Context: an optimization exercise on an open-source flow, tuned for small area. The choices shown serve that exercise and are no tape-out recipe. Only simulation tests tie the RTL to the original design; equivalence was not proved. Power is estimated from default activity; no workload was simulated.

[config.mk]
export PLATFORM = sky130hd
export DESIGN_NAME = dlx_core
export DESIGN_NICKNAME = dlx_core
export VERILOG_FILES = /design/flow/design.v
export SDC_FILE = /design/flow/constraint.sdc
export NUM_CORES = 4
export LEC_CHECK = 0
export CAP_MARGIN = 20
export CORE_MARGIN = 2
export CORE_UTILIZATION = 40
export GPL_TIMING_DRIVEN = 0
export PLACE_DENSITY = 0.6
export SLEW_MARGIN = 20
export SYNTH_HIERARCHICAL = 1
[constraint.sdc]
create_clock -name core_clock -period 10.0 [get_ports {clk}]
set_input_delay 2.0000 -clock core_clock [delete_from_list [all_inputs] [get_ports {clk}]]
set_output_delay 2.0000 -clock core_clock [all_outputs]
set_load 0.01 [all_outputs]
[design.v]
`default_nettype none
package dlx_isa_pkg;
   localparam int data_width     = 32;
   localparam int pc_width       = 20;
   localparam int reg_addr_width = 5;
   localparam int imm_width      = 16;
   localparam int opcode_width   = 6;
   localparam int func_width     = 6;
   localparam int alu_op_width   = 3;
   localparam int opcode_lsb = 26;
   localparam int rs1_lsb    = 21;
   localparam int rs2_lsb    = 16;
   localparam int rd_lsb     = 11;
   typedef logic [data_width-1:0]     data_t;
   typedef logic [pc_width-1:0]       pc_t;
   typedef logic [reg_addr_width-1:0] reg_addr_t;
   localparam pc_t pc_reset = '0;
   typedef enum logic [opcode_width-1:0] {
      op_rtype = 6'h00,
      op_beqz  = 6'h04,
      op_bnez  = 6'h05,
      op_addi  = 6'h08,
      op_lw    = 6'h23,
      op_sw    = 6'h2b
   } opcode_e;
   typedef enum logic [func_width-1:0] {
      fn_add = 6'h20,
      fn_sub = 6'h22,
      fn_and = 6'h24,
      fn_or  = 6'h25,
      fn_xor = 6'h26,
      fn_slt = 6'h2a
   } func_e;
   typedef enum logic [alu_op_width-1:0] {
      alu_add,
      alu_sub,
      alu_and,
      alu_or,
      alu_xor,
      alu_slt
   } alu_op_e;
endpackage
`default_nettype wire
`default_nettype none
package dlx_pipe_pkg;
   typedef enum logic [1:0] {
      fwd_none,
      fwd_ex_mem,
      fwd_mem_wb
   } fwd_sel_e;
   typedef struct packed {
      logic      valid;
      logic [2:0] alu_op;
      logic      use_imm;
      logic [31:0] imm;
      logic [31:0] a;
      logic [31:0] b;
      logic [4:0] rs1;
      logic [4:0] rs2;
      logic [4:0] rd;
      logic      reg_wr_en;
      logic      mem_rd_en;
      logic      mem_wr_en;
      logic      is_branch;
      logic      branch_on_zero;
      logic [19:0] next_pc;
   } id_ex_t;
   typedef struct packed {
      logic [31:0] alu_data;
      logic [31:0] store_data;
      logic [4:0] rd;
      logic      reg_wr_en;
      logic      mem_rd_en;
      logic      mem_wr_en;
   } ex_mem_t;
   typedef struct packed {
      logic [31:0] alu_data;
      logic [4:0] rd;
      logic      reg_wr_en;
      logic      mem_to_reg;
   } mem_wb_t;
   typedef struct packed {
      logic [4:0] rd;
      logic      wr_en;
      logic [31:0] data;
   } wb_t;
   typedef struct packed {
      logic take;
      logic [19:0]target;
   } redirect_t;
endpackage
`default_nettype wire
`timescale 1ns/1ns
`default_nettype none
module pc_sel (
   input  logic s,
   input  logic sn,
   input  logic d1,
   input  logic d0,
   output logic y
);
   assign y = (s && d1) || (sn && d0);
endmodule
module fetch_stage (
   input  logic        clk,
   input  logic        clr,
   input  logic        upd,
   input  logic        add_imm,
   input  logic [15:0] imm,
   output logic [19:0] pc
);
   logic [19:0] pc_add, pc_next, pc_d;
   logic [20:0] pc_c;
   logic        s, sn;
   assign pc_add = add_imm ? {{4{imm[15]}}, imm} : 20'd4;
   assign pc_c[0] = 1'b0;
   for (genvar i = 0; i < 20; i++) begin : g_add
      assign pc_next[i] = pc[i] ^ pc_add[i] ^ pc_c[i];
      assign pc_c[i+1]  = (pc[i] & pc_add[i]) | (pc_c[i] & (pc[i] ^ pc_add[i]));
   end
   assign s  = upd && !clr;
   assign sn = !upd && !clr;
   for (genvar i = 0; i < 20; i++) begin : g_sel
      pc_sel sel_i (.s(s), .sn(sn), .d1(pc_next[i]), .d0(pc[i]), .y(pc_d[i]));
   end
   always_ff @(posedge clk) begin
      pc <= pc_d;
   end
endmodule
`default_nettype wire
`timescale 1ns/1ns
`default_nettype none
module rf_dec (
   input  logic [4:0]  addr,
   output logic [31:1] sel
);
   for (genvar i = 1; i < 32; i++) begin : g_sel
      assign sel[i] = (addr == 5'(i));
   end
endmodule
module rf_wdec (
   input  logic [4:0]  addr,
   input  logic        en,
   input  logic        all,
   output logic [31:1] hit
);
   logic [3:0] lo;
   logic [7:0] hi;
   for (genvar j = 0; j < 4; j++) begin : g_lo
      assign lo[j] = all || (en && addr[1:0] == 2'(j));
   end
   for (genvar k = 0; k < 8; k++) begin : g_hi
      assign hi[k] = all || (addr[4:2] == 3'(k));
   end
   for (genvar i = 1; i < 32; i++) begin : g_hit
      assign hit[i] = lo[i % 4] && hi[i / 4];
   end
endmodule
module rf_inv (
   input  logic a,
   output logic y
);
   assign y = !a;
endmodule
module rf_wmux (
   input  logic       h,
   input  logic       hn,
   input  logic [3:0] d,
   input  logic [3:0] t,
   output logic [3:0] y_n
);
   assign y_n = ~(({4{h}} | t) & ({4{hn}} | d));
endmodule
module rf_aoi3 (
   input  logic [2:0] s,
   input  logic [2:0] d,
   output logic       y_n
);
   assign y_n = !(|(s & d));
endmodule
module reg_file (
   input  logic       clk,
   input  logic       arst_n,
   input  logic       frame_end,
   input  logic [4:0] rd_addr,
   input  logic [4:0] wr_addr,
   input  logic       wr_en,
   input  logic       wr_all,
   input  logic [3:0] wr_data,
   output logic [3:0] rd_data
);
   logic [31:1] rsel, hit;
   logic [3:0]  tap [32];
   logic [3:0]  wd_p, rd_raw;
   logic        par;
   always_ff @(posedge clk or negedge arst_n) begin
      if (!arst_n) begin
         par <= 1'b0;
      end else begin
         par <= par ^ frame_end;
      end
   end
   assign wd_p = wr_data ^ {4{par}};
   rf_dec rdec_i (.addr(rd_addr), .sel(rsel));
   rf_wdec wdec_i (.addr(wr_addr), .en(wr_en), .all(wr_all), .hit(hit));
   for (genvar i = 1; i < 32; i++) begin : g_reg
      logic [31:0] q;
      logic [3:0]  nin;
      logic        hn;
      rf_inv  inv_i  (.a(hit[i]), .y(hn));
      rf_wmux wmux_i (.h(hit[i]), .hn(hn), .d(wd_p), .t(q[3:0]), .y_n(nin));
      assign tap[i] = q[3:0];
      always_ff @(posedge clk) begin
         q <= {nin, q[31:4]};
      end
   end
   for (genvar b = 0; b < 4; b++) begin : g_rd
      logic [10:0] grp_n;
      for (genvar k = 0; k < 10; k++) begin : g_grp3
         rf_aoi3 aoi_i (
            .s   (rsel[3*k+3:3*k+1]),
            .d   ({tap[3*k+3][b], tap[3*k+2][b], tap[3*k+1][b]}),
            .y_n (grp_n[k])
         );
      end
      assign grp_n[10] = !(rsel[31] && tap[31][b]);
      assign rd_raw[b] = !(&grp_n);
   end
   assign rd_data = rd_raw ^ {4{par && rd_addr != 5'd0}};
endmodule
`default_nettype wire
`timescale 1ns/1ns
`default_nettype none
module execute_stage (
   input  logic       clk,
   input  logic       first,
   input  logic [3:0] a,
   input  logic [3:0] b,
   input  logic       sub_mode,
   input  logic       op_and,
   input  logic       op_or,
   input  logic       op_xor,
   output logic [3:0] sum,
   output logic [3:0] res,
   output logic       lt
);
   logic       carry_q;
   logic [3:0] bop, p, g;
   logic [4:0] c;
   assign bop  = b ^ {4{sub_mode}};
   assign c[0] = first ? sub_mode : carry_q;
   assign p = a ^ bop;
   assign g = a & bop;
   for (genvar i = 0; i < 4; i++) begin : g_add
      assign sum[i] = p[i] ^ c[i];
      assign c[i+1] = g[i] | (c[i] & p[i]);
   end
   assign lt = (a[3] ^ b[3]) ? a[3] : sum[3];
   always_comb begin
      if (op_and)      res = g;
      else if (op_or)  res = p | g;
      else if (op_xor) res = p;
      else             res = sum;
   end
   always_ff @(posedge clk) begin
      carry_q <= c[4];
   end
endmodule
`default_nettype wire
`timescale 1ns/1ns
`default_nettype none
module dlx_core (
   input  logic        clk,
   input  logic        arst_n,
   output logic        instr_rd_en,
   output logic [19:0] instr_addr,
   input  logic [31:0] instruction,
   output logic        data_rd_en,
   output logic        data_wr_en,
   output logic [31:0] data_addr,
   input  logic [31:0] data_read,
   output logic [31:0] data_write
);
   localparam logic [1:0] st_f1  = 2'd0;
   localparam logic [1:0] st_f2  = 2'd1;
   localparam logic [1:0] st_hold = 2'd2;  
   localparam logic [1:0] st_bub = 2'd3;   
   logic [2:0]  ph;
   logic [1:0]  st;
   logic        clr_q;
   logic        rd_en_q;
   logic [19:0] pc;
   logic        zacc_q;
   logic        lt_q;
   logic        pend_q;
   logic [4:0]  srd_q;
   logic [27:0] asr;
   logic [31:0] bsr;
   logic ph0, ph6, ph7;
   assign ph0 = (ph == 3'd0);
   assign ph6 = (ph == 3'd6);
   assign ph7 = (ph == 3'd7);
   logic [5:0] opc, fn;
   logic is_r, is_addi, is_lw, is_sw, is_beqz, is_bnez;
   logic f_add, f_sub, f_and, f_or, f_xor, f_slt, known_r;
   assign opc     = instruction[31:26];
   assign fn      = instruction[5:0];
   assign is_r    = (opc == 6'h00);
   assign is_addi = (opc == 6'h08);
   assign is_lw   = (opc == 6'h23);
   assign is_sw   = (opc == 6'h2b);
   assign is_beqz = (opc == 6'h04);
   assign is_bnez = (opc == 6'h05);
   assign f_add   = is_r && (fn == 6'h20);
   assign f_sub   = is_r && (fn == 6'h22);
   assign f_and   = is_r && (fn == 6'h24);
   assign f_or    = is_r && (fn == 6'h25);
   assign f_xor   = is_r && (fn == 6'h26);
   assign f_slt   = is_r && (fn == 6'h2a);
   assign known_r = f_add || f_sub || f_and || f_or || f_xor || f_slt;
   logic needs_b, fb, fx, fw, last, hold;
   assign needs_b = known_r || is_sw;
   assign hold = pend_q && ph0 && (st == st_f1) && is_addi;
   assign fb   = (st == st_f1) && needs_b;
   assign fx   = ((st == st_f1) && !needs_b && !hold) || ((st == st_f2) && needs_b);
   assign fw   = (st == st_f2) && !needs_b;
   assign last = (fx && !is_lw) || fw;
   logic [3:0] a, a_rf, b, wd;
   logic [4:0] wa, ra;
   logic       we, slt_wr;
   assign slt_wr = pend_q && ph0;
   assign wa = slt_wr ? srd_q : (is_r ? instruction[15:11] : instruction[20:16]);
   assign ra = fb ? instruction[20:16] : instruction[25:21];
   assign b  = bsr[3:0];
   assign a  = {a_rf[3:1], a_rf[0] || (slt_wr && lt_q && ra == srd_q)};
   reg_file reg_file_i (
      .clk     (clk),
      .arst_n    (arst_n),
      .frame_end (ph7),
      .rd_addr (ra),
      .wr_addr (wa),
      .wr_en   (we),
      .wr_all  (clr_q),
      .wr_data (wd),
      .rd_data (a_rf)
   );
   logic [3:0] imm_nib, bsel, res, sum;
   logic       sub_mode, lt;
   always_comb begin
      case (ph)
         3'd0:    imm_nib = instruction[3:0];
         3'd1:    imm_nib = instruction[7:4];
         3'd2:    imm_nib = instruction[11:8];
         3'd3:    imm_nib = instruction[15:12];
         default: imm_nib = {4{instruction[15]}};
      endcase
   end
   assign sub_mode = f_sub || f_slt;
   assign bsel     = is_r ? b : imm_nib;
   execute_stage execute_i (
      .clk      (clk),
      .first    (ph0),
      .a        (a),
      .b        (bsel),
      .sub_mode (sub_mode),
      .op_and   (f_and),
      .op_or    (f_or),
      .op_xor   (f_xor),
      .sum      (sum),
      .res      (res),
      .lt       (lt)
   );
   always_comb begin
      we = 1'b0;
      wd = 4'b0;
      if (slt_wr) begin
         we = 1'b1;
         wd = {3'b0, lt_q};
      end else if (fx) begin
         we = is_addi || known_r;
         wd = f_slt ? 4'b0 : res;
      end else if (fw) begin
         we = 1'b1;
         wd = ph0 ? data_read[3:0] : bsr[3:0];
      end
   end
   assign data_addr  = {sum, asr};
   assign data_write = {bsr[3:0], bsr[31:4]};
   assign data_rd_en = fx && ph7 && is_lw && !clr_q;
   assign data_wr_en = fx && ph7 && is_sw && !clr_q;
   logic zero, taken, pc_inc, go;
   assign go     = (st != st_bub) && (st != st_hold);
   assign zero   = !(zacc_q || (a != 4'b0));
   assign taken  = go && fx && ph7 && ((is_beqz && zero) || (is_bnez && !zero));
   assign pc_inc = go && ph6 && last;
   fetch_stage fetch_i (
      .clk     (clk),
      .clr     (clr_q),
      .upd     (pc_inc || taken),
      .add_imm (ph[0]),
      .imm     (instruction[15:0]),
      .pc      (pc)
   );
   assign instr_addr  = pc;
   assign instr_rd_en = rd_en_q;
   always_ff @(posedge clk) begin
      zacc_q  <= (!ph0 && zacc_q) || (a != 4'b0);
      lt_q    <= lt;
      srd_q   <= instruction[15:11];
      asr <= {sum, asr[27:4]};
      if (fw && ph0) bsr <= {bsr[3:0], data_read[31:4]};
      else           bsr <= {fb ? a : bsr[3:0], bsr[31:4]};
   end
   always_ff @(posedge clk or negedge arst_n) begin
      if (!arst_n) begin
         ph      <= 3'd0;
         st      <= st_bub;
         clr_q   <= 1'b1;
         pend_q  <= 1'b0;
         rd_en_q <= 1'b0;
      end else begin
         ph      <= {ph[2] ^ (ph[1] & ph[0]), ph[1] ^ ph[0], !ph[0]};
         rd_en_q <= 1'b1;
         pend_q  <= ph7 && fx && f_slt && (instruction[15:11] != 5'd0);
         if (hold) st <= st_hold;
         if (ph7) begin
            clr_q <= 1'b0;
            if (!go || last) st <= taken ? st_bub : st_f1;
            else             st <= st_f2;
         end
      end
   end
endmodule
`default_nettype wire
[flow/run.sh]
#!/bin/bash
# The standard layout (the standard.sh: ORFS from synthesis to finish)
# with two changes: the port buffers use the smallest buffer cell, and
# clock tree synthesis uses clkbuf_8 clusters and adds no dummy loads.
set -euo pipefail
export BUFFER_PORTS_ARGS="-buffer_cell sky130_fd_sc_hd__buf_1"
export CTS_ARGS="-sink_clustering_enable -repair_clock_nets -dont_use_dummy_load -buf_list sky130_fd_sc_hd__clkbuf_8 -sink_clustering_size 20 -sink_clustering_max_diameter 70"
bash standard.sh > standard_flow.log 2>&1
[standard.sh]
#!/bin/bash
# synth_recipe.tcl (not shown) runs the flow's synth.tcl, then flattens the netlist and writes it again
# the make line also repeats each setting of config.mk as NAME=value (left out here)
make -C /OpenROAD-flow-scripts/flow DESIGN_CONFIG=/design/flow/config.mk WORK_HOME=/design/flow/orfs CLKGATE_MAP_FILE= SYNTH_SCRIPT=/design/flow/synth_recipe.tcl "${@:-finish}"
==> results of run 1 <==
==> area by class of cell <==
type | count | area [um2] | share of cell area [%]
Sequential cell | 1089 | 21850 | 73.96
Clock buffer | 67 | 922.1 | 3.121
Tap cell | 864 | 1081 | 3.659
Antenna cell | 2 | 5.005 | 0.01694
Inverter | 62 | 232.7 | 0.7877
Timing Repair Buffer | 180 | 938.4 | 3.176
Buffer | 15 | 70.07 | 0.2372
Multi-Input combinational cell | 552 | 4444 | 15.04
==> synth_stat cells (19+ instances only) <==
| library cell | n |
|---|---|
| a22o_1 | 24 |
| inv_1 | 62 |
| nor2_1 | 54 |
| o22ai_1 | 124 |
| xor2_1 | 19 |
| mux2_2 | 43 |
| a21oi_1 | 19 |
| dfxtp_1 | 1080 |
| fa_1 | 22 |
| a222oi_1 | 44 |
| nand2_1 | 27 |
==> per-module statistics from Yosys, one instance, submodules excluded <==
| module | flops+latches | area (um2) | copies in the design |
|---|---|---|---|
| reg_file | 993 | 20090 | 1 |
| dlx_core | 75 | 2990 | 1 |
| fetch_stage | 20 | 927.1 | 1 |
| execute_stage | 1 | 427.9 | 1 |
| rf_wdec | 0 | 301.5 | 1 |
| rf_dec | 0 | 217.7 | 1 |
| rf_wmux | 0 | 25.02 | 31 |
| rf_aoi3 | 0 | 10.01 | 40 |
| pc_sel | 0 | 8.758 | 20 |
| rf_inv | 0 | 3.754 | 31 |
==> repair_timing <==
item,in CTS,in global routing
pin swaps,11,13
resized for setup,18,9
setup endpoints to repair,34,2
gates cloned,0,0
buffers inserted,12,6
hold buffers,0,0
==> per-stage QoR <==
stage          worst slack (ns)  hold slack (ns)  total power (uW)  utilization [%]
2_1_floorplan           0.03385           0.3096              5021                -
3_3_place_gp             -3.595           0.3095              5239            42.79
3_5_place_dp             -1.283           0.3121              5313            43.26
4_1_cts                0.001599           0.2858              7086            44.89
5_1_grt                -0.01169           0.2803              7312            45.01
6_report                 0.2252           0.2796              7003            45.02
==> registers in the layout (all words and copies together), names as in the netlist <==
register	cells
fetch_i.pc	20
bsr	32
pend_q	1
ph	3
st	2
reg_file_i.par	1
lt_q	1
rd_en_q	1
asr	28
execute_i.carry_q	1
reg_file_i.g.q	992
clr_q	1
zacc_q	1
srd_q	5
==> report_power, final <==
part	switching [uW]	internal (uW)	leakage, uW
Clock	1180	608	0.000482
Sequential	114	4600	0.00902
Combinational	294	207	0.00193
==> cell families after synthesis <==
group           synth area share [%]
flops                          82.68
mux                            1.832
xor+xnor                      0.7292
compound gates                 7.504
fa+ha+maj                      2.415
buf+inv                        1.188
other cells                  0.01419
simple gates                   3.636
==> routing by layer <==
layer | routed length, um | share of wire [%]
met5 | 0 | 0
met4 | 1479 | 3.0
met3 | 3110 | 6.4
met2 | 20910 | 43
met1 | 23350 | 48
==> worst paths after layout <==
path / to / slack, ns
min in group asynchronous: reg_file_i.par / 1.37
max in group asynchronous: pend_q / 8.13
worst min register to register: asr[0] / 0.28
worst max register to register: fetch_i.pc[19] / 1.35
worst max-delay path: data_addr[31] / 0.23
worst min-delay path: asr[0] / 0.28
==> results.sh, run 1 <==
export IMPL_outcome="finished clean"
export IMPL_ys_warn_count=11
export IMPL_crit_slowest_cell="or4_4"
export IMPL_fp_dieW_um=261.0
export IMPL_worstRegToRegCells=25
export IMPL_place_congestion=0.8843
export IMPL_critPathLaunchType="input pin"
export IMPL_first_global_vias=12919
export IMPL_final_common_cell="dfxtp_1"
export IMPL_hold_path_class="flop to flop"
export IMPL_cap_violations=0
export IMPL_rows=94
export IMPL_detail_route_antenna_nets=0
export IMPL_netlist_area_mm2=0.02643
export IMPL_io_buffers=152
export IMPL_end_kind="primary output"
export IMPL_synth_top_area_cell="dfxtp_1"
export IMPL_drt_iter0_drc=1018
export IMPL_fin_crit_sh_pct=97.75
export IMPL_io_pins=153
export IMPL_vias=13216
export IMPL_post_place_cells=2747
export IMPL_cp_top_family="simple AND/OR/NAND/NOR gates"
export IMPL_crit_required_ns=8.00
export IMPL_skew_ns=0.08910
export IMPL_critPathMaxFanout=9
export IMPL_crit_cells=23
export IMPL_fmax_ghz=0.1023
export IMPL_grt_max_degree=21
export IMPL_async_flop_share_pct=0.8264
export IMPL_cpPeakStageDelay_ns=0.58
export IMPL_synthToLayoutAreaGrowth_pct=11.79
export IMPL_p_leak_uw=0.01143
export IMPL_cts_buffers=67
export IMPL_crit_path_start="instruction[30]"
export IMPL_cts_clk_slew_worst_paths_ns=0.12
export IMPL_synth_main_ff_cell="dfxtp_1"
export IMPL_gr_usage_all_layers_pct=14.09
export IMPL_ys_seq_area_share_pct=82.68
export IMPL_grt_overflow_total=0
export IMPL_stdcell_count=2831
export IMPL_dieHeight_um=261.0
export IMPL_slew_violations=0
export IMPL_grtUsageMet2_pct=21.76
export IMPL_vias_per_cell=4.668
export IMPL_hp_start="asr[4]"
export IMPL_cts_sinks=1089
export IMPL_fin_setup_tns_ns=0
export IMPL_pwr_density_cell_mw_per_mm2=237.0
export IMPL_clk_latency_ns=0.67
export IMPL_antenna_found_initial=1
export IMPL_synth_area_leaders="dfxtp_1 (82%), o22ai_1 (2.9%), mux2_2 (1.8%), a222oi_1 (1.7%), fa_1 (1.7%)"
export IMPL_crit_type="input pin to primary output"
export IMPL_fin_crit_ns=9.775
export IMPL_cts_buffer_depth=3
export IMPL_layout_drive_gt1_share_pct=9.924
export IMPL_cp_data_arrival_time_ns=7.77
export IMPL_synth_edf_count=0
export IMPL_post_dp_cell_area_mm2=0.02839
export IMPL_fill_cells=5816
export IMPL_netlist_instances=1721
export IMPL_nNetsFinal=2070
export IMPL_start_util_pct=40.27
export IMPL_met3_usage_pct=3.300
export IMPL_first_pass_iters=9
export IMPL_h_tree_depth=3
export IMPL_layout_common_cells="dfxtp_1 (1,080), buf_1 (151), o22ai_1 (124)"
export IMPL_root_buffer="clkbuf_8"
export IMPL_synth_fp_nets=1824
export IMPL_synth_avg_cell_area_um2=15.36
export IMPL_crit_chain="buf_1 -> or4_4 -> nor4b_4 -> o21ai_2 -> and2_1 -> nor3_4 -> buf_6 -> mux2_4 -> nand3b_1 -> buf_4 -> nor2_1 -> a222oi_1 -> nand4_1 -> a2111oi_4 -> xor2_1 -> a41o_2 -> fa_1 -> inv_1 -> fa_1 -> fa_1 -> inv_1 -> fa_2 -> buf_1"
export IMPL_grt_use_met1_pct=19.28
export IMPL_yosysTopAreaCellShare_pct=81.81
export IMPL_min_path_cells=0
export IMPL_cts_tree="yes"
export IMPL_ys_ff_latch=1089
export IMPL_ys_types=63
export IMPL_crit_top_cell="fa_1"
export IMPL_drcViolationCount=0
export IMPL_ir_drop_v=0.00008962
export IMPL_busiest_layer="met2"
export IMPL_worst_pin_slew_ns=1.063
export IMPL_reg2reg_from="ph[0]"
export IMPL_core_area_mm2=0.06563
export IMPL_dpl_hpwl_um=33800
export IMPL_final_area_mm2=0.02954
export IMPL_wl_per_cell_um=17.26
export IMPL_finalSetupViolCount=0
export IMPL_maxSlewHeadroom_pct=29.15
export IMPL_worst_path_buf_inv=6
export IMPL_finalWirelength_um=48860
export IMPL_grt_pass1_wl_um=73070
export IMPL_hold_viol=0
export IMPL_die_area_mm2=0.06814
==> run 2: changes to the inputs <==
--- a/config.mk
+++ b/config.mk
@@ -8,7 +8,6 @@
 export CAP_MARGIN = 20
 export CORE_MARGIN = 2
 export CORE_UTILIZATION = 40
-export GPL_TIMING_DRIVEN = 0
 export PLACE_DENSITY = 0.6
 export SLEW_MARGIN = 20
 export SYNTH_HIERARCHICAL = 1
==> run 2 against run 1 <==
Against the previous run: via count down 0.71%; register-to-register slack better by 0.19 ns; fmax up 0.12%; area after synthesis unchanged; cell area down 0.81%; hold slack better by 0.0042 ns; critical path depth unchanged.
==> results.sh, run 2 <==
export IMPL_drcViolationCount=0
export IMPL_grt_use_met1_pct=20.38
export IMPL_report_power_total_uw=7001
export IMPL_pwr_density_cell_mw_per_mm2=238.9
export IMPL_final_core_util_pct=44.65
export IMPL_largest_register="reg_file_i.g.q"
export IMPL_synth_common_cells="dfxtp_1 (1,080), o22ai_1 (124), inv_1 (62)"
export IMPL_yosysTopAreaCellShare_pct=81.81
export IMPL_wl_per_cell_um=17.67
export IMPL_fp_dieW_um=261.0
export IMPL_power_share_switching_pct=22.93
export IMPL_final_area_mm2=0.02930
export IMPL_critPathMaxFanout=9
export IMPL_outcome="finished clean"
export IMPL_top_regs="reg_file_i.g.q (992), bsr (32), asr (28)"
export IMPL_grt_pass1_wl_um=74480
export IMPL_maxSlewHeadroom_pct=33.91
export IMPL_clk_latency_ns=0.67
export IMPL_io_buffers=152
export IMPL_core_area_mm2=0.06563
export IMPL_antenna_found_initial=0
export IMPL_h_tree_depth=3
export IMPL_ys_seq_area_share_pct=82.68
export IMPL_start_util_pct=40.27
export IMPL_worst_pin_slew_ns=0.9882
export IMPL_critPathLaunchType="input pin"
export IMPL_gr_usage_all_layers_pct=14.46
export IMPL_ys_ff_latch=1089
export IMPL_fin_ws_ns=0.2367
export IMPL_finalSetupViolCount=0
export IMPL_dpl_hpwl_um=33760
export IMPL_crit_required_ns=8.00
export IMPL_first_pass_iters=6
export IMPL_async_flop_share_pct=0.8264
export IMPL_dieHeight_um=261.0
export IMPL_first_global_vias=12804
export IMPL_ys_warn_count=11
export IMPL_die_area_mm2=0.06814
export IMPL_netlist_instances=1721
export IMPL_largest_reg_flops=992
export IMPL_ys_types=63
export IMPL_vias_per_cell=4.656
export IMPL_rows=94
export IMPL_cts_tree="yes"
export IMPL_synth_main_ff_cell="dfxtp_1"
export IMPL_hold_viol=0
export IMPL_cap_violations=0
export IMPL_synth_fp_nets=1824
export IMPL_detail_route_antenna_nets=0
export IMPL_post_dp_cell_area_mm2=0.02831
export IMPL_netlist_area_mm2=0.02643
export IMPL_synth_avg_cell_area_um2=15.36
export IMPL_seqPwrFrac_pct=67.4
export IMPL_cts_clk_slew_worst_paths_ns=0.11
export IMPL_p_int_uw=5396
export IMPL_synth_most_common_cell="dfxtp_1"
export IMPL_grtUsageMet2_pct=21.96
export IMPL_grt_overflow_total=0
export IMPL_hold_path_class="flop to flop"
export IMPL_final_common_cell="dfxtp_1"
export IMPL_finalWirelength_um=49780
export IMPL_layout_common_cells="dfxtp_1 (1,080), buf_1 (152), o22ai_1 (124)"
export IMPL_layout_drive_gt1_share_pct=9.217
export IMPL_fmax_ghz=0.1024
export IMPL_slew_violations=0
export IMPL_p_leak_uw=0.01135
export IMPL_place_congestion=0.9049
export IMPL_drt_iter0_drc=1234
export IMPL_cts_sinks=1089
export IMPL_synth_top_area_cell="dfxtp_1"
export IMPL_io_pins=153
export IMPL_synthToLayoutAreaGrowth_pct=10.89
export IMPL_combPwrFrac_pct=6.7
export IMPL_nNetsFinal=2058
export IMPL_cp_data_arrival_time_ns=7.76
export IMPL_vias=13122
export IMPL_clkPwrFrac_pct=25.9
export IMPL_met3_usage_pct=3.068
export IMPL_switchingPower_uw=1605
export IMPL_crit_type="input pin to primary output"
export IMPL_fin_crit_ns=9.763
export IMPL_synth_edf_count=0
export IMPL_fin_crit_sh_pct=97.63
export IMPL_cts_buffers=68
export IMPL_ir_drop_v=0.00009620
export IMPL_busiest_layer="met2"
export IMPL_grt_max_degree=32
export IMPL_dp_slack_ns=-0.3092
export IMPL_root_buffer="clkbuf_8"
export IMPL_cts_hold_buf=0
export IMPL_cts_buffer_depth=3
export IMPL_end_kind="primary output"
export IMPL_synth_area_leaders="dfxtp_1 (82%), o22ai_1 (2.9%), mux2_2 (1.8%), a222oi_1 (1.7%), fa_1 (1.7%)"
export IMPL_skew_ns=0.07192
## run 2: cell counts after synthesis
Identical to the previous run, type by type.
## run 2: logic make-up (layout without fill, tap and decap cells)
family | Yosys count | count (layout) | share of synthesized area (%)
other | 1 | 2 | 0.01419
DFF | 1089 | 1089 | 82.68
buffers and inverters | 80 | 312 | 1.188
xor gates and xnor gates | 22 | 22 | 0.7292
adders and majority gates | 38 | 38 | 2.415
and+or+nand+nor | 172 | 172 | 3.636
muxes | 43 | 43 | 1.832
AOI/OAI and AO/OA | 276 | 276 | 7.504
## run 2: area by class of cell
cell class	count	area, um2
multi-input cells	552	4378
clock buffers	68	935.9
repair buffers	182	824.5
well taps	864	1081
fillers	5842	36320
inverters	62	232.7
flip-flops and latches	1089	21850
diodes	1	2.502
## run 2: modules after synthesis, one instance, submodules excluded, a selection
module	cells inside	flip-flops and latches	cell area [um2]	times used
rf_aoi3	1	0	10.01	40
rf_wdec	48	0	301.5	1
dlx_core	272	75	2990	1
rf_inv	1	0	3.754	31
pc_sel	1	0	8.758	20
rf_dec	46	0	217.7	1
execute_stage	53	1	427.9	1
## run 2: path summary, 6_finish.rpt
| path | from | endpoint | slack [ns] | cells after the start |
|---|---|---|---|---|
| setup / recovery | instruction[26] | data_addr[31] | 0.24 | 23 |
| hold / removal | reg_file_i.g_reg[19].q[21] | reg_file_i.g_reg[19].q[17] | 0.28 | 0 |
| max in group asynchronous | arst_n | rd_en_q | 8.17 | 1 |
| hold reg to reg | reg_file_i.g_reg[19].q[21] | reg_file_i.g_reg[19].q[17] | 0.28 | 0 |
| setup reg to reg | ph[0] | fetch_i.pc[19] | 1.54 | 25 |
| min in group asynchronous | arst_n | ph[0] | 1.37 | 1 |
## run 2: timing repair
action | in CTS | in global routing
resized for setup | 0 | 12
buffers inserted | 0 | 3
setup endpoints to repair | 0 | 1
endpoints found under the hold margin | 0 | 0
## run 2: metrics by stage
| stage | hold WS [ns] | TNS [ns] | cells |
|---|---|---|---|
| after floorplan | 0.3096 | 0 | 1721 |
| after global placement | 0.3096 | -0.3333 | 2746 |
| after detailed placement | 0.3121 | -0.3747 | 2746 |
| after CTS | 0.2850 | 0 | 2814 |
| after global routing | 0.2873 | -0.005932 | 2817 |
| final | 0.2837 | 0 | 2818 |
## run 2: layer usage
layer	share of wire, %	up-vias
met2	42	451
met1	49	6268
li1	-	6312
met5	0	-
met4	2.7	0
met3	6.9	91
## run 2: power groups by stage
stage / Clock, uW / Sequential, uW / Combinational [uW]
6_report: 1810 / 4720 / 467
5_1_grt: 2040 / 4750 / 511
4_1_cts: 1890 / 4730 / 468
3_5_place_dp: 0 / 4830 / 464
3_3_place_gp: 0 / 4820 / 465
2_1_floorplan: 0 / 4820 / 197
## run 2: critical path: stages
cell and delay, ns:
buf_1 0.11, or4_4 0.60, nor4b_4 0.32, o21ai_1 0.16, and2_1 0.20, nor3_2 0.13
buf_6 0.15, mux2_2 0.42, or3b_4 0.32, nor2_1 0.10, a222oi_1 0.43, nand4_1 0.26
a2111oi_2 0.26, buf_4 0.16, xor2_1 0.16, a41o_1 0.17, fa_1 0.19, inv_1 0.06
fa_1 0.45, fa_1 0.41, inv_1 0.09, fa_1 0.44, buf_1 0.17
==> run 3: changes to the inputs <==
--- a/design.v
+++ b/design.v
@@ -330,8 +330,23 @@
    logic       we, slt_wr;
    assign slt_wr = pend_q && ph0;
    assign wa = slt_wr ? srd_q : (is_r ? instruction[15:11] : instruction[20:16]);
-   assign ra = fb ? instruction[20:16] : instruction[25:21];
+   logic fb_n;
+   assign fb_n = !fb;
+   for (genvar i = 0; i < 5; i++) begin : g_ra
+      pc_sel ra_i (.s(fb), .sn(fb_n), .d1(instruction[16+i]), .d0(instruction[21+i]), .y(ra[i]));
+   end
+   for (genvar i = 0; i < 4; i++) begin : g_top
+      pc_sel top_i (.s(fb), .sn(fb_n), .d1(a[i]), .d0(bsr[i]), .y(bsr_top[i]));
+   end
    assign b  = bsr[3:0];
+   logic [27:0] bsr_low;
+   logic [3:0]  bsr_top;
+   logic        cap, cap_n;
+   assign cap   = fw && ph0;
+   assign cap_n = !cap;
+   for (genvar i = 0; i < 28; i++) begin : g_cap
+      pc_sel cap_i (.s(cap), .sn(cap_n), .d1(data_read[i+4]), .d0(bsr[i+4]), .y(bsr_low[i]));
+   end
    assign a  = {a_rf[3:1], a_rf[0] || (slt_wr && lt_q && ra == srd_q)};
    reg_file reg_file_i (
       .clk     (clk),
@@ -408,8 +423,7 @@
       lt_q    <= lt;
       srd_q   <= instruction[15:11];
       asr <= {sum, asr[27:4]};
-      if (fw && ph0) bsr <= {bsr[3:0], data_read[31:4]};
-      else           bsr <= {fb ? a : bsr[3:0], bsr[31:4]};
+      bsr <= {bsr_top, bsr_low};
    end
    always_ff @(posedge clk or negedge arst_n) begin
       if (!arst_n) begin
==> flow/run.sh (replaced) <==
#!/bin/bash
# The standard layout (the standard.sh: ORFS from synthesis to finish)
# with two changes: the port buffers use the smallest buffer cell, and
# clock tree synthesis uses clkbuf_8 clusters and adds no dummy loads.
set -euo pipefail
export BUFFER_PORTS_ARGS="-buffer_cell sky130_fd_sc_hd__buf_1"
export CTS_ARGS="-sink_clustering_enable -repair_clock_nets -dont_use_dummy_load -buf_list sky130_fd_sc_hd__clkbuf_8 -sink_clustering_size 20 -sink_clustering_max_diameter 50"
bash standard.sh > standard_flow.log 2>&1
--- a/config.mk
+++ b/config.mk
@@ -7,7 +7,7 @@
 export LEC_CHECK = 0
 export CAP_MARGIN = 20
 export CORE_MARGIN = 2
-export CORE_UTILIZATION = 40
-export PLACE_DENSITY = 0.6
+export CORE_UTILIZATION = 60
+export PLACE_DENSITY = 0.8
 export SLEW_MARGIN = 20
 export SYNTH_HIERARCHICAL = 1
==> run 3 against run 2 <==
Against the previous run: still clean on timing, DRC and antenna; hold slack got worse by 0.0069 ns; sequential power shrank 1%; area after synthesis down 0.73%; combinational power is about 30% lower; fmax rose by 0.52%; global-route usage increased by 8.4 points; synthesized cell count decreased by 0.46%; largest cell class unchanged; clock power down 2%; highest routed layer is now met5.
==> results.sh, run 3 <==
export IMPL_outcome="finished clean"
export IMPL_post_dp_cell_area_mm2=0.02770
export IMPL_worst_pin_slew_ns=1.078
export IMPL_cap_violations=0
export IMPL_final_common_cell="dfxtp_1"
export IMPL_fin_crit_ns=9.713
export IMPL_diodes=0
export IMPL_synth_area_leaders="dfxtp_1 (82%), o22ai_1 (3.0%), a22o_1 (2.0%), a222oi_1 (1.7%), fa_1 (1.7%)"
export IMPL_rsz0062_at_grt="no"
export IMPL_ys_warn_count=11
export IMPL_rows=76
export IMPL_io_buffers=152
export IMPL_synth_most_common_cell="dfxtp_1"
export IMPL_netlist_area_mm2=0.02623
export IMPL_cts_clk_slew_worst_paths_ns=0.11
export IMPL_dpl_hpwl_um=36530
export IMPL_finalSetupViolCount=0
export IMPL_hold_path_class="flop to flop"
export IMPL_synth_edf_count=0
export IMPL_cp_data_arrival_time_ns=10.23
export IMPL_drcViolationCount=0
export IMPL_pwr_density_cell_mw_per_mm2=236.0
export IMPL_fmax_ghz=0.1030
export IMPL_dieHeight_um=213.1
export IMPL_crit_type="input pin to flop"
export IMPL_vias=13593
export IMPL_crit_required_ns=10.52
export IMPL_yosysTopAreaCellShare_pct=82.42
export IMPL_core_area_mm2=0.04308
export IMPL_p_leak_uw=0.01127
export IMPL_nNetsFinal=2039
export IMPL_place_congestion=0.9275
export IMPL_die_area_mm2=0.04541
export IMPL_synth_top_area_cell="dfxtp_1"
export IMPL_fp_dieW_um=213.1
export IMPL_finalWirelength_um=52550
export IMPL_ys_ff_latch=1089
export IMPL_async_flop_share_pct=0.8264
export IMPL_ir_drop_v=0.0001663
export IMPL_cp_top_family="adder cells"
export IMPL_io_pins=153
export IMPL_slew_violations=0
export IMPL_ys_seq_area_share_pct=83.29
export IMPL_clk_latency_ns=0.65
export IMPL_grt_pass1_wl_um=76360
export IMPL_fin_setup_tns_ns=0
export IMPL_cts_buffers=67
export IMPL_cts_sinks=1089
export IMPL_vias_per_cell=5.396
export IMPL_layout_common_cells="dfxtp_1 (1,080), buf_1 (152), o22ai_1 (125)"
export IMPL_maxSlewHeadroom_pct=28.03
export IMPL_largest_reg_flops=992
export IMPL_detail_route_antenna_nets=0
export IMPL_skew_ns=0.07022
export IMPL_post_place_cells=2452
export IMPL_stdcell_count=2519
export IMPL_cts_hold_buf=0
export IMPL_fill_cells=2902
export IMPL_hold_viol=0
export IMPL_h_tree_depth=3
export IMPL_wl_per_cell_um=20.86
export IMPL_final_area_mm2=0.02865
export IMPL_worst_path_buf_inv=3
export IMPL_report_power_total_uw=6762
export IMPL_synth_common_cells="dfxtp_1 (1,080), o22ai_1 (125), a22o_1 (61)"
export IMPL_synth_main_ff_cell="dfxtp_1"
export IMPL_first_global_vias=13306
export IMPL_gr_usage_all_layers_pct=22.85
export IMPL_grt_max_degree=32
export IMPL_layout_drive_gt1_share_pct=6.825
export IMPL_crit_slowest_cell="fa_1"
export IMPL_netlist_instances=1713
export IMPL_end_kind="flop"
export IMPL_antenna_found_initial=1
export IMPL_cts_tree="yes"
export IMPL_synth_fp_nets=1816
export IMPL_cts_buffer_depth=3
export IMPL_grt_overflow_total=0
export IMPL_root_buffer="clkbuf_8"
export IMPL_start_util_pct=60.90
export IMPL_critPathMaxFanout=2
export IMPL_cpPeakStageDelay_ns=0.45
export IMPL_top_regs="reg_file_i.g.q (992), bsr (32), asr (28)"
export IMPL_synthToLayoutAreaGrowth_pct=9.205
export IMPL_first_pass_iters=10
export IMPL_crit_top_cell="fa_1"
export IMPL_critPathLaunchType="input pin"
export IMPL_drt_iter0_drc=1548
export IMPL_largest_register="reg_file_i.g.q"
export IMPL_ys_types=57
export IMPL_worst_hold_slack_ns=0.2768
export IMPL_synth_avg_cell_area_um2=15.31
export IMPL_fin_crit_sh_pct=97.13
==> run 3: through the flow <==
stage          worst slack, ns  util (%)
2_1_floorplan          0.03386         -
3_3_place_gp           -0.2779     64.30
3_5_place_dp           -0.4412     64.30
4_1_cts                 0.2326     66.44
5_1_grt                0.02158     66.51
6_report                0.2868     66.51
==> run 3: modules after synthesis (local to each module, per instance) <==
| module | flip-flops and latches | area, um2 | times used | cells |
|---|---|---|---|---|
| dlx_core | 75 | 2474 | 1 | 227 |
| execute_stage | 1 | 427.9 | 1 | 53 |
| fetch_stage | 20 | 927.1 | 1 | 66 |
| pc_sel | 0 | 8.758 | 57 | 1 |
| reg_file | 993 | 20090 | 1 | 1021 |
| rf_aoi3 | 0 | 10.01 | 40 | 1 |
| rf_dec | 0 | 217.7 | 1 | 46 |
| rf_inv | 0 | 3.754 | 31 | 1 |
| rf_wdec | 0 | 301.5 | 1 | 48 |
| rf_wmux | 0 | 25.02 | 31 | 4 |
==> run 3: repair_timing <==
item / in CTS / in global routing
endpoints found under the setup margin: 0 / 2
gates resized for setup: 0 / 11
endpoints found under the hold margin: 0 / 0
buffers inserted: 0 / 0
==> run 3: path summary, 6_finish.rpt <==
path	cells past startpoint	end	slack, ns	startpoint
max reg2reg	25	fetch_i.pc[19]	1.15	ph[0]
min	0	reg_file_i.g_reg[30].q[25]	0.28	reg_file_i.g_reg[30].q[29]
max in group asynchronous	1	rd_en_q	8.04	arst_n
min in group asynchronous	1	pend_q	1.44	arst_n
max	26	fetch_i.pc[19]	0.29	instruction[0]
min reg2reg	0	reg_file_i.g_reg[30].q[25]	0.28	reg_file_i.g_reg[30].q[29]
==> run 3: area by class of cell <==
type                            count  area [um2]  share of cell area, %
Clock buffer                       67       922.1                  3.219
Multi-Input combinational cell    549        4205                  14.68
Sequential cell                  1089       21850                  76.27
Inverter                           59       221.5                 0.7730
Tap cell                          585       732.0                  2.555
Timing Repair Buffer              170       718.2                  2.507
==> run 3: worst reg2reg max path, cell delays in order, from the launching register on <==
cell	delay, ns
dfrtp_1	0.56
and2_1	0.23
ha_1	0.17
inv_1	0.08
fa_1	0.21
fa_1	0.18
inv_1	0.05
fa_1	0.42
fa_2	0.38
fa_1	0.42
fa_1	0.42
fa_1	0.43
fa_2	0.40
fa_1	0.44
fa_1	0.44
fa_1	0.43
fa_1	0.43
fa_1	0.42
fa_1	0.43
fa_1	0.42
fa_1	0.43
fa_1	0.42
fa_1	0.45
xnor2_2	0.16
xnor2_1	0.14
a22o_1	0.21
==> run 3: cells by family (layout without fill, tap and decap cells) <==
family                   Yosys count  in the layout  synth area share, %
flip-flops                      1089           1089                83.29
AO/OA/AOI/OAI                    314            314                8.714
AND/OR/NAND/NOR                  172            172                3.606
buffers and inverters             75            296                1.116
adder cells (fa/ha/maj)           38             38                2.432
XOR/XNOR                          21             21               0.7011
multiplexers                       3              3               0.1288
other                              1              1              0.01429
==> run 3: power breakdown <==
group | internal (uW) | total, uW | leakage, uW | switching (uW)
Combinational | 123 | 329 | 0.00178 | 205
Sequential | 4530 | 4660 | 0.00901 | 129
Clock | 609 | 1770 | 0.000482 | 1170
==> run 3: routing by layer <==
layer	global-route usage [%]	wire [um]	vias to the layer above
met5	0	17	-
met4	12.42	2648	2
met3	5.192	4509	154
met2	36.58	23340	694
met1	28.98	22040	6440
li1	-	-	6303
==> run 4: changes to the inputs <==
==> flow/run.sh (replaced) <==
#!/bin/bash
# The standard layout (the standard.sh: ORFS from synthesis to finish)
# with two changes: the port buffers use the smallest buffer cell, and
# clock tree synthesis uses clkbuf_8 clusters and adds no dummy loads.
set -euo pipefail
export BUFFER_PORTS_ARGS="-buffer_cell sky130_fd_sc_hd__buf_1"
export CTS_ARGS="-sink_clustering_enable -repair_clock_nets -dont_use_dummy_load -buf_list sky130_fd_sc_hd__clkbuf_8 -sink_clustering_size 20 -sink_clustering_max_diameter 80"
bash standard.sh > standard_flow.log 2>&1
--- a/config.mk
+++ b/config.mk
@@ -7,7 +7,7 @@
 export LEC_CHECK = 0
 export CAP_MARGIN = 20
 export CORE_MARGIN = 2
-export CORE_UTILIZATION = 60
-export PLACE_DENSITY = 0.8
+export CORE_UTILIZATION = 40
+export PLACE_DENSITY = 0.6
 export SLEW_MARGIN = 20
 export SYNTH_HIERARCHICAL = 1
==> run 4 against run 3 <==
Against the previous run: sequential share of layout area is 0.65 points lower; hold slack better by 0.025 ns; global-route usage is 8.6 points lower; highest routed layer is now met4; sequential power is 0.9% lower; critical endpoint unchanged; critical path depth stayed put; cell area is 0.86% higher; flip-flop and latch count stayed put; critical path type unchanged; area after synthesis stayed put.
==> results.sh, run 4 <==
export IMPL_nNetsFinal=2034
export IMPL_finalSetupViolCount=0
export IMPL_io_pins=153
export IMPL_synth_edf_count=0
export IMPL_crit_slowest_cell="fa_1"
export IMPL_drcViolationCount=0
export IMPL_report_power_total_uw=6649
export IMPL_wl_per_cell_um=17.69
export IMPL_fill_cells=5812
export IMPL_fp_dieW_um=260.1
export IMPL_dp_slack_ns=-0.4588
export IMPL_grt_overflow_total=0
export IMPL_vias_per_cell=4.723
export IMPL_ys_types=57
export IMPL_layout_drive_gt1_share_pct=6.480
export IMPL_largest_reg_flops=992
export IMPL_core_area_mm2=0.06470
export IMPL_outcome="finished clean"
export IMPL_postCtsSetupBuffers=0
export IMPL_layout_common_cells="dfxtp_1 (1,080), buf_1 (152), o22ai_1 (125)"
export IMPL_cts_buffer_depth=3
export IMPL_die_area_mm2=0.06765
export IMPL_ys_seq_area_share_pct=83.29
export IMPL_post_cts_resize_count=0
export IMPL_top_regs="reg_file_i.g.q (992), bsr (32), asr (28)"
export IMPL_cts_sinks=1089
export IMPL_worst_pin_slew_ns=1.053
export IMPL_gr_usage_all_layers_pct=14.30
export IMPL_fmax_ghz=0.1037
export IMPL_cp_data_arrival_time_ns=10.24
export IMPL_drt_iter0_drc=1022
export IMPL_hold_path_class="flop to flop"
export IMPL_rows=93
export IMPL_synth_fp_nets=1816
export IMPL_dieHeight_um=260.1
export IMPL_cap_violations=0
export IMPL_critPathLaunchType="input pin"
export IMPL_io_buffers=152
export IMPL_hold_viol=0
export IMPL_antenna_found_initial=1
export IMPL_synth_main_ff_cell="dfxtp_1"
export IMPL_vias=13154
export IMPL_netlist_area_mm2=0.02623
export IMPL_end_kind="flop"
export IMPL_start_util_pct=40.55
export IMPL_first_global_vias=12712
export IMPL_clk_latency_ns=0.69
export IMPL_rsz0062_at_grt="no"
export IMPL_cts_buffers=60
export IMPL_first_pass_iters=6
export IMPL_ys_warn_count=11
export IMPL_synth_most_common_cell="dfxtp_1"
export IMPL_root_buffer="clkbuf_8"
export IMPL_grt_max_degree=32
export IMPL_place_congestion=0.9181
export IMPL_cts_clk_slew_worst_paths_ns=0.12
export IMPL_cpPeakStageDelay_ns=0.45
export IMPL_yosysTopAreaCellShare_pct=82.42
export IMPL_finalWirelength_um=49270
export IMPL_cts_hold_buf=0
export IMPL_p_leak_uw=0.01123
export IMPL_ir_drop_v=0.0001005
export IMPL_detail_route_antenna_nets=0
export IMPL_fin_ws_ns=0.3613
export IMPL_async_flop_share_pct=0.8264
export IMPL_crit_type="input pin to flop"
export IMPL_fin_crit_ns=9.639
export IMPL_pwr_density_cell_mw_per_mm2=230.1
export IMPL_skew_ns=0.03802
export IMPL_crit_top_cell="fa_1"
export IMPL_dpl_hpwl_um=33580
export IMPL_h_tree_depth=2
export IMPL_fin_crit_sh_pct=96.39
export IMPL_synthToLayoutAreaGrowth_pct=10.15
export IMPL_cts_tree="yes"
export IMPL_synth_top_area_cell="dfxtp_1"
export IMPL_critPathMaxFanout=2
export IMPL_synth_area_leaders="dfxtp_1 (82%), o22ai_1 (3.0%), a22o_1 (2.0%), a222oi_1 (1.7%), fa_1 (1.7%)"
export IMPL_synth_common_cells="dfxtp_1 (1,080), o22ai_1 (125), a22o_1 (61)"
export IMPL_synth_avg_cell_area_um2=15.31
export IMPL_largest_register="reg_file_i.g.q"
export IMPL_crit_required_ns=10.60
export IMPL_final_common_cell="dfxtp_1"
export IMPL_ys_ff_latch=1089
export IMPL_worst_hold_slack_ns=0.3019
export IMPL_maxSlewHeadroom_pct=29.56
export IMPL_slew_violations=0
export IMPL_grt_pass1_wl_um=73580
export IMPL_netlist_instances=1713
run 4: cell types whose count changed in the layout (fill, tap and decap cells not counted), sizes merged:
cell / change
diode: +1
buf: +2
clkbuf: -7
run 4: logic make-up after synthesis:
group	synth area share, %
compound gates	8.714
fa+ha+maj	2.432
simple gates	3.606
other cells	0.01429
buf+inv	1.116
xor+xnor	0.7011
mux	0.1288
flops	83.29
run 4: cell type report:
class,instances,area [um2],share of cell area [%]
Multi-Input combinational cell,549,4194,14.51
Inverter,59,221.5,0.7664
Sequential cell,1089,21850,75.61
Timing Repair Buffer,172,733.2,2.537
Antenna cell,1,2.502,0.008660
Tap cell,855,1070,3.702
Clock buffer,60,825.8,2.858
run 4: modules after synthesis, one instance, submodules excluded:
module         cells  area [um2]
rf_wdec           48       301.5
dlx_core         227        2474
rf_dec            46       217.7
execute_stage     53       427.9
rf_aoi3            1       10.01
rf_inv             1       3.754
fetch_stage       66       927.1
pc_sel             1       8.758
rf_wmux            4       25.02
reg_file        1021       20090
run 4: path summary, 6_finish.rpt:
kind | end | startpoint | slack (ns) | cells after the start
min | reg_file_i.g_reg[11].q[9] | reg_file_i.g_reg[11].q[13] | 0.30 | 0
min reg2reg | reg_file_i.g_reg[11].q[9] | reg_file_i.g_reg[11].q[13] | 0.30 | 0
max reg2reg | fetch_i.pc[19] | ph[0] | 1.10 | 25
max | fetch_i.pc[19] | instruction[0] | 0.36 | 26
min in group asynchronous | ph[0] | arst_n | 1.30 | 1
max in group asynchronous | reg_file_i.par | arst_n | 8.25 | 1
run 4: routing by layer:
| metal | global-route usage [%] | wire length (um) |
|---|---|---|
| met4 | 5.683 | 1697 |
| met3 | 3.060 | 3247 |
| met5 | 0 | 0 |
| met2 | 22.04 | 21060 |
| met1 | 19.66 | 23270 |
run 4: metrics by stage:
stage	TNS [ns]	instance area [um2]	util, %	std cells
2_1_floorplan	0	26240	-	1713
3_3_place_gp	-0.4288	28050	43.36	2724
3_5_place_dp	-0.7035	28060	43.36	2724
4_1_cts	0	28880	44.64	2784
5_1_grt	0	28890	44.66	2784
6_report	0	28900	44.66	2785
run 4: power breakdown:
group	total, uW	switching (uW)	internal (uW)	leakage (uW)
clock network	1700	1160	540	0.000431
registers	4620	89.3	4530	0.00901
logic	332	208	123	0.00178
run 4: worst max-delay path, delay by kind of cell:
kind	cells	cell delay, ns
compound gates	1	0.20
fa+ha+maj	19	7.36
xor+xnor	2	0.27
buf+inv	3	0.23
simple gates	1	0.18

## separate check: timing with driven ports
The flow's constraints put no driver on any port. The routed layouts listed below were extracted and timed again, unchanged, in two steps.
Step 1: set_driving_cell puts a clkbuf_16 on clk and a buf_2 on each other input, an assumption about the parent block.
Step 2 also shifts input and output timing later by t, the mid clock arrival at the registers, as if the neighbouring blocks saw the same clock.
Three values: ideal ports, drivers, drivers and shift; two values: the first two.
run	shift t [ns]	slack for setup (ns)	worst register clock-pin slew, ns	cell pins on the clock port's net
run 1	0.678	0.225 / 0.203 / -0.384	0.12 / 0.12	1
run 2	0.691	0.237 / 0.214 / -0.184	0.12 / 0.12	1
run 3	0.668	0.287 / 0.268 / -0.351	0.12 / 0.12	1
run 4	0.726	0.361 / 0.389 / -0.333	0.12 / 0.12	1
With both steps, setup timing fails in every run listed, where it was met with ideal ports. The setup slack of run 4, which loses most, moves by +0.028 ns with the drivers and by -0.694 ns with both steps.
